This design comes from an exercise in tuning for small area on the open sky130 flow, not from production work.
In this exercise RTL edits were held to simulation tests only and were not proved equivalent to the original.
No activity file was given, so power comes from the tool's default toggle rates.

`flow/constraint.sdc`:
```
create_clock -name core_clock -period 12.0 [get_ports {clk}]
set_input_delay 2.4000 -clock core_clock [delete_from_list [all_inputs] [get_ports {clk}]]
set_output_delay 2.4000 -clock core_clock [all_outputs]
set_load 0.01 [all_outputs]
```
`flow/run.sh`:
```
#!/bin/bash
# synth_recipe.tcl (not shown) runs the flow's synth.tcl, then flattens the netlist and writes it again
# the make line also repeats each setting of config.mk as NAME=value (left out here)
make -C /OpenROAD-flow-scripts/flow DESIGN_CONFIG=/design/flow/config.mk WORK_HOME=/design/flow/orfs CLKGATE_MAP_FILE= SYNTH_SCRIPT=/design/flow/synth_recipe.tcl finish
```
`flow/config.mk`:
```
export PLATFORM = sky130hd
export DESIGN_NAME = board_updater
export DESIGN_NICKNAME = board_updater
export VERILOG_FILES = /design/flow/design.v
export SDC_FILE = /design/flow/constraint.sdc
export NUM_CORES = 4
export LEC_CHECK = 0
export CAP_MARGIN = 20
export CORE_AREA = 3 3 267 77
export DIE_AREA = 0 0 270 80
export SLEW_MARGIN = 20
export SYNTH_HIERARCHICAL = 1
```
`flow/design.v`:
```
package piece_pkg;
	localparam int KIND_W = 6;  
	localparam int CODE_W = 6;  
	localparam int KIND_CODE_W = CODE_W - 1;
	typedef enum logic [KIND_W-1:0] {
		KIND_PAWN   = 6'b000001,
		KIND_ROOK   = 6'b000010,
		KIND_KNIGHT = 6'b000100,
		KIND_BISHOP = 6'b001000,
		KIND_QUEEN  = 6'b010000,
		KIND_KING   = 6'b100000
	} piece_kind_e;
	typedef enum logic [KIND_CODE_W-1:0] {
		CODE_KNIGHT = 5'b00001,
		CODE_PAWN   = 5'b00010,
		CODE_KING   = 5'b00100,
		CODE_BISHOP = 5'b01000,
		CODE_ROOK   = 5'b10000,
		CODE_QUEEN  = 5'b11000
	} kind_code_e;
	localparam logic [CODE_W-1:0] EMPTY_CODE = '0;
	localparam logic COLOR_WHITE = 1'b1;
	localparam logic COLOR_BLACK = 1'b0;
endpackage
package board_pkg;
	localparam int NUM_SQUARES = 64;
	localparam int RANK_LEN = 8;  
	typedef enum logic [2:0] {
		MOVE_NONE    = 3'd0,  
		MOVE_QUIET   = 3'd1,
		MOVE_CAPTURE = 3'd2,
		UNDO_QUIET   = 3'd3,
		UNDO_CAPTURE = 3'd4
	} move_kind_e;
endpackage
module piece_encoder (
	input  logic [piece_pkg::KIND_W-1:0]      kind,
	output logic [piece_pkg::KIND_CODE_W-1:0] code,
	output logic                              one_hot,
	output logic                              any
);
	assign code = {kind[1] | kind[4], kind[3] | kind[4], kind[5], kind[0], kind[2]};
	logic [2:0] hi, lo;
	assign hi = {kind[5] | kind[4], kind[3] | kind[2], kind[5] | kind[3] | kind[1]};
	assign lo = {kind[3] | kind[2] | kind[1] | kind[0], kind[5] | kind[4] | kind[1] | kind[0],
		kind[4] | kind[2] | kind[0]};
	assign one_hot = &(hi ^ lo);
	assign any     = |kind;
endmodule
module move_classifier (
	input  logic                         enable,
	input  logic                         color_type,
	input  logic                         undo,
	input  logic [63:0]                  initial_position,
	input  logic [63:0]                  moved_position,
	input  logic [piece_pkg::KIND_W-1:0] moving_piece,
	input  logic [piece_pkg::KIND_W-1:0] captured_piece,
	output logic                         move_ok,
	output logic [2:0]                   orank,
	output logic [2:0]                   ofile,
	output logic [2:0]                   drank,
	output logic [2:0]                   dfile,
	output logic [piece_pkg::CODE_W-1:0] origin_code_n,  
	output logic [piece_pkg::CODE_W-1:0] dest_code_n
);
	logic       o_ok, d_ok;
	logic       o_top, o_low, d_top, d_low;
	logic [4:0] mover_kind, captured_kind;
	logic       mover_ok, captured_ok, captured_any;
	logic       same_square, promote;
	square_index u_origin_index (
		.pos      (initial_position),
		.rank     (orank),
		.file     (ofile),
		.ok       (o_ok),
		.top_rank (o_top),
		.low_rank (o_low)
	);
	square_index u_dest_index (
		.pos      (moved_position),
		.rank     (drank),
		.file     (dfile),
		.ok       (d_ok),
		.top_rank (d_top),
		.low_rank (d_low)
	);
	piece_encoder u_mover_enc (
		.kind    (moving_piece),
		.code    (mover_kind),
		.one_hot (mover_ok),
		.any     ()
	);
	piece_encoder u_captured_enc (
		.kind    (captured_piece),
		.code    (captured_kind),
		.one_hot (captured_ok),
		.any     (captured_any)
	);
	assign same_square = (ofile == dfile) && (orank == drank);
	assign move_ok     = enable && o_ok && d_ok && !same_square && mover_ok &&
		(captured_ok || !captured_any);
	assign promote = moving_piece[0] && (color_type ? d_top : d_low);
	always_comb begin
		origin_code_n = ~(undo ? {color_type, mover_kind} : piece_pkg::EMPTY_CODE);
		if (undo)
			dest_code_n = ~(captured_any ? {~color_type, captured_kind} : piece_pkg::EMPTY_CODE);
		else
			dest_code_n = ~{color_type, promote ? piece_pkg::CODE_QUEEN : mover_kind};
	end
endmodule
module square_index (
	input  logic [63:0] pos,
	output logic [2:0]  rank,
	output logic [2:0]  file,
	output logic        ok,
	output logic        top_rank,
	output logic        low_rank
);
	logic [7:0] rank_any, file_any;
	logic       rank_ok, file_ok;
	always_comb begin
		for (int r = 0; r < 8; r++)
			rank_any[r] = |pos[8*r +: 8];
		for (int f = 0; f < 8; f++) begin
			file_any[f] = 1'b0;
			for (int r = 0; r < 8; r++)
				file_any[f] = file_any[f] | pos[8*r + f];
		end
	end
	onehot8 u_rank (.v(rank_any), .idx(rank), .ok(rank_ok));
	onehot8 u_file (.v(file_any), .idx(file), .ok(file_ok));
	assign ok       = rank_ok && file_ok;
	assign top_rank = rank_any[7];
	assign low_rank = rank_any[0];
endmodule
module onehot8 (
	input  logic [7:0] v,
	output logic [2:0] idx,
	output logic       ok
);
	logic [2:0] lo;
	always_comb begin
		for (int j = 0; j < 3; j++) begin
			idx[j] = 1'b0;
			lo[j]  = 1'b0;
			for (int i = 0; i < 8; i++) begin
				if (i[j]) idx[j] = idx[j] | v[i];
				else      lo[j]  = lo[j] | v[i];
			end
		end
	end
	assign ok = &(idx ^ lo);
endmodule
module square_writer (
	input  logic                                valid,
	input  logic [2:0]                          orank,
	input  logic [2:0]                          ofile,
	input  logic [2:0]                          drank,
	input  logic [2:0]                          dfile,
	input  logic [piece_pkg::CODE_W-1:0]        origin_code_n,
	input  logic [piece_pkg::CODE_W-1:0]        dest_code_n,
	output logic [63:0]                         square_en,
	output logic [63:0][piece_pkg::CODE_W-1:0] square_code
);
	logic [7:0] o_rank, o_file, d_rank, d_file;
	rank_decoder u_orank (.valid(valid), .idx(orank), .sel(o_rank));
	rank_decoder u_drank (.valid(valid), .idx(drank), .sel(d_rank));
	file_decoder u_ofile (.idx(ofile), .sel(o_file));
	file_decoder u_dfile (.idx(dfile), .sel(d_file));
	for (genvar r = 0; r < 8; r++) begin : g_rank
		for (genvar f = 0; f < 8; f++) begin : g_file
			square_cell u_cell (
				.o_rank        (o_rank[r]),
				.o_file        (o_file[f]),
				.d_rank        (d_rank[r]),
				.d_file        (d_file[f]),
				.origin_code_n (origin_code_n),
				.dest_code_n   (dest_code_n),
				.en            (square_en[8*r + f]),
				.code          (square_code[8*r + f])
			);
		end
	end
endmodule
module rank_decoder (
	input  logic       valid,
	input  logic [2:0] idx,
	output logic [7:0] sel
);
	always_comb
		for (int k = 0; k < 8; k++)
			sel[k] = valid && (idx == k);
endmodule
module file_decoder (
	input  logic [2:0] idx,
	output logic [7:0] sel
);
	always_comb
		for (int k = 0; k < 8; k++)
			sel[k] = (idx == k);
endmodule
module square_cell (
	input  logic                         o_rank,
	input  logic                         o_file,
	input  logic                         d_rank,
	input  logic                         d_file,
	input  logic [piece_pkg::CODE_W-1:0] origin_code_n,
	input  logic [piece_pkg::CODE_W-1:0] dest_code_n,
	output logic                         en,
	output logic [piece_pkg::CODE_W-1:0] code
);
	logic origin_n, dest_n;
	nand2_cell u_origin (.a(o_rank), .b(o_file), .y(origin_n));
	nand2_cell u_dest   (.a(d_rank), .b(d_file), .y(dest_n));
	nand2_cell u_en     (.a(origin_n), .b(dest_n), .y(en));
	for (genvar b = 0; b < piece_pkg::CODE_W; b++) begin : g_bit
		or_nand_cell u_code (
			.a1 (origin_n),
			.a2 (origin_code_n[b]),
			.b1 (dest_n),
			.b2 (dest_code_n[b]),
			.y  (code[b])
		);
	end
endmodule
module nand2_cell (
	input  logic a,
	input  logic b,
	output logic y
);
	assign y = !(a && b);
endmodule
module or_nand_cell (
	input  logic a1,
	input  logic a2,
	input  logic b1,
	input  logic b2,
	output logic y
);
	assign y = !((a1 || a2) && (b1 || b2));
endmodule
module board_updater #(
	parameter int NUM_SQUARES = board_pkg::NUM_SQUARES,
	parameter int RANK_LEN    = board_pkg::RANK_LEN
) (
	input  logic                                           clk,
	input  logic                                           arst_n,
	input  logic                                           enable,
	input  logic                                           color_type,  
	input  logic                                           undo,
	input  logic [NUM_SQUARES-1:0]                         initial_position,
	input  logic [NUM_SQUARES-1:0]                         moved_position,
	input  logic [piece_pkg::KIND_W-1:0]                   moving_piece,
	input  logic [piece_pkg::KIND_W-1:0]                   captured_piece,
	output logic [NUM_SQUARES-1:0]                         square_en,
	output logic [NUM_SQUARES-1:0][piece_pkg::CODE_W-1:0] square_code
);
	logic                         move_ok;
	logic [2:0]                   orank, ofile, drank, dfile;
	logic [piece_pkg::CODE_W-1:0] origin_code_n, dest_code_n;
	move_classifier u_classifier (
		.enable           (enable),
		.color_type       (color_type),
		.undo             (undo),
		.initial_position (initial_position),
		.moved_position   (moved_position),
		.moving_piece     (moving_piece),
		.captured_piece   (captured_piece),
		.move_ok          (move_ok),
		.orank            (orank),
		.ofile            (ofile),
		.drank            (drank),
		.dfile            (dfile),
		.origin_code_n    (origin_code_n),
		.dest_code_n      (dest_code_n)
	);
	logic                         s1_valid, s2_valid;
	logic [2:0]                   s1_orank, s1_ofile, s1_drank, s1_dfile;
	logic [2:0]                   s2_orank, s2_ofile, s2_drank, s2_dfile;
	logic [piece_pkg::CODE_W-1:0] s1_origin_code_n, s1_dest_code_n;
	logic [piece_pkg::CODE_W-1:0] s2_origin_code_n, s2_dest_code_n;
	always_ff @(posedge clk or negedge arst_n) begin
		if (!arst_n) begin
			s1_valid <= 1'b0;
			s2_valid <= 1'b0;
		end else begin
			s1_valid <= move_ok;
			s2_valid <= s1_valid;
		end
	end
	always_ff @(posedge clk) begin
		s1_orank         <= orank;
		s1_ofile         <= ofile;
		s1_drank         <= drank;
		s1_dfile         <= dfile;
		s1_origin_code_n <= origin_code_n;
		s1_dest_code_n   <= dest_code_n;
		s2_orank         <= s1_orank;
		s2_ofile         <= s1_ofile;
		s2_drank         <= s1_drank;
		s2_dfile         <= s1_dfile;
		s2_origin_code_n <= s1_origin_code_n;
		s2_dest_code_n   <= s1_dest_code_n;
	end
	square_writer u_writer (
		.valid         (s2_valid),
		.orank         (s2_orank),
		.ofile         (s2_ofile),
		.drank         (s2_drank),
		.dfile         (s2_dfile),
		.origin_code_n (s2_origin_code_n),
		.dest_code_n   (s2_dest_code_n),
		.square_en     (square_en),
		.square_code   (square_code)
	);
endmodule
```
==> results.txt <==
[layout make-up]
cell class / count / area (µm²)
Multi-Input combinational cell: 786 / 4560
Tap cell: 266 / 333
Antenna cell: 1 / 2.50
Timing Repair Buffer: 610 / 6060
Fill cell: 1646 / 6470
Inverter: 7 / 26.3
Clock inverter: 2 / 37.5
Clock buffer: 6 / 129
Sequential cell: 50 / 1030
[per-stage QoR]
stage | std cells | total power, mW | utilization, % | cell area [µm²] | hold slack, ns
5_1_grt | 1727 | 0.493 | 65.3 | 12200 | 0.327
4_1_cts | 1727 | 0.475 | 65.3 | 12200 | 0.324
6_report | 1728 | 0.480 | 65.3 | 12200 | 0.323
3_5_place_dp | 1719 | 0.319 | 64.4 | 12000 | 0.312
2_1_floorplan | 850 | 0.227 | - | 5650 | 0.310
3_3_place_gp | 1719 | 0.318 | 64.4 | 12000 | 0.311
[metal layers]
layer / GRT usage, % / share of wire, % / vias up
li1: - / - / 4869
met1: 53.9 / 38 / 5586
met2: 62.1 / 43 / 1084
met3: 13.4 / 15 / 210
met4: 10.9 / 3.2 / 8
met5: 0 / 0.096 / -
[flip-flops by register name, indices dropped and copies added, names as in the netlist]
| signal | flops |
|---|---|
| s2_valid | 1 |
| s2_orank | 3 |
| s1_dest_code_n | 6 |
| s1_drank | 3 |
| s2_drank | 3 |
| s1_orank | 3 |
| s1_origin_code_n | 6 |
| s2_dfile | 3 |
| s1_ofile | 3 |
| s1_dfile | 3 |
| s2_origin_code_n | 6 |
| s1_valid | 1 |
| s2_dest_code_n | 6 |
| s2_ofile | 3 |
[final timing paths]
check,startpoint,to,slack (ns),depth (start not counted)
setup reg to reg,s1_valid,s2_valid,11.52,0
max in group asynchronous,arst_n,s2_valid,9.58,1
hold / removal,s1_dest_code_n[4],s2_dest_code_n[4],0.32,0
min in group asynchronous,arst_n,s1_valid,2.28,1
setup / recovery,s2_valid,square_code[39],6.36,4
hold reg to reg,s1_dest_code_n[4],s2_dest_code_n[4],0.32,0
[layout by cell type, fill, tap and decap left out, drive strengths merged, types with 2 or more instances in the layout]
master         count
and2               2
and3b              6
and4               2
a31oi              2
dfrtp              2
o21ai              2
inv                7
and4bb             6
nor4b              2
o22ai            384
or4               14
nor4              69
maj3               2
and4b              6
a22o               2
clkdlybuf4s50    592
dfxtp             48
and3               6
o211ai             2
a32oi              3
xor2               8
nor2               3
or2                2
nor3               4
mux2               2
clkbuf             6
o41ai              8
nor3b              6
nand2            235
xnor2              4
buf               18
[power by group through the flow]
| stage | Sequential [mW] | Combinational, mW | Clock, mW |
|---|---|---|---|
| 5_1_grt | 0.198 | 0.128 | 0.167 |
| 2_1_floorplan | 0.207 | 0.0196 | 0 |
| 3_3_place_gp | 0.200 | 0.118 | 0 |
| 4_1_cts | 0.196 | 0.119 | 0.160 |
| 6_report | 0.198 | 0.124 | 0.159 |
| 3_5_place_dp | 0.200 | 0.119 | 0 |
==> out/qor.yml <==
status:
  outcome: "timing/DRC/antenna clean"
sta:
  setup_violations: 0
  slew_viol_final: 0
  hold_viol_final: 0
  relSlewSlack_pct: 26.9
  max_freq_mhz: 177
  fin_setup_tns_ns: 0
  max_slew.worst_pin.slew_ns: 1.09
  fin_crit_ns: 5.64
  period_share_pct: 47.0
  grt_setup_unrepaired: "no"
  finClkSkew_ns: 0.00452
  layout_setup_ws_ns: 6.36
logic_synthesis:
  syn_area_per_cell_um2: 6.64
  netlist_instances: 850
  synth_area_um2: 5650
  yosys_warnings: 12
  syn_nets: 995
cells_and_area:
  area_growth_pct: 116
  drive_gt1_share_pct: 4.79
  nNetsFinal: 1605
job:
  cap_violations: 0
route:
  wl_per_cell_um: 27.7
  avgViaCountPerCell: 6.80
  dr.pass1.iters: 8
  ant_nets: 0
  drt-initial-drc-count: 2252
  drc: 0
  routed_wl_mm: 47.8
  vias: 11757
pwr:
  pwr-share-seq_pct: 41.1
  combPwrFrac_pct: 25.8
  clockPowerShare_pct: 33.0
  internal_power_uw: 328
  p_per_area_nw_per_um2: 39.5
  power_leakage_nw: 3.96
  power_switching_uw: 152
  peakVddDrop_uv: 78.5
  switching_share_pct: 31.6
global_route:
  grt_pass1_vias: 10667
  grt_usage_pct: 40.4
  grt_max_degree: 65
  grt_pass1_wl_mm: 68.2
  antenna_found_initial: 4
  grt_overflow: 0
die:
  pin_count: 593
  fp.dieH_um: 80
  start_util_pct: 30.3
  fp-row-count: 26
  core_um2: 18600
  die_x_um: 270
  dieArea_um2: 21600
cts:
  postCtsHoldBufs: 0
  cts_tree: "built"
  clk_latency_ns: 0.30
  cts_setup_buffers: 0
  cts_htree_levels: 2
  cts.sinks: 50
  clk_pin_slew_ns: 0.06
  cts_resized: 0
  clock-root-buffer: "clkbuf_16"
  clockBufferDepth: 2
  cts_buffers: 5
critical_path:
  path_class: "register to output pin"
  arrival_ns: 3.24
  worst_path_max_delay_cell: "nor4b_2"
  worstPathRequired_ns: 9.60
  critPathLaunchType: "register"
  path_buf_inv: 1
  crit_family: "simple AND/OR/NAND/NOR gates"
  critPathCaptureType: "output pin"
  path_cells: "nor4b_2 > nand2_1 > o22ai_1 > clkdlybuf4s50_1"
  crit_fanout: 16
  max_stage_delay_ns: 0.95
place:
  numPortBuffers: 592
  hpwl_mm: 36.4
  place.gp.congestion: 1.05
  pre_cts_ws_ns: 6.88
min_path:
  worstHoldPathType: "register to register"

port drivers added, routing unchanged:
The results above use ideal ports. As a check the final layout listed here was re-extracted and re-timed, cells and wires unchanged.
Step 1, drivers: a clkbuf_16 drives clk and a buf_2 each remaining input, both assumed.
Step 2 times the ports against the registers' clock, not the clock port: input delays grow and output delays shrink by t, the midpoint of the rising clock arrivals with the driver on.
a / b / c = no drivers / after step 1 / after step 2; a / b = the first two.
t, ns: 0.324
slack for setup (ns): 6.355 / 6.324 / 6.648
hold slack, ns: 0.323 / 0.323 / 0.323
worst setup path after step 2: register to output
worst data-port slew with drivers (ns): 0.11
After both steps setup and hold are still met in this run. The setup slack of this run moves by -0.031 ns with the drivers and by +0.293 ns with both steps.
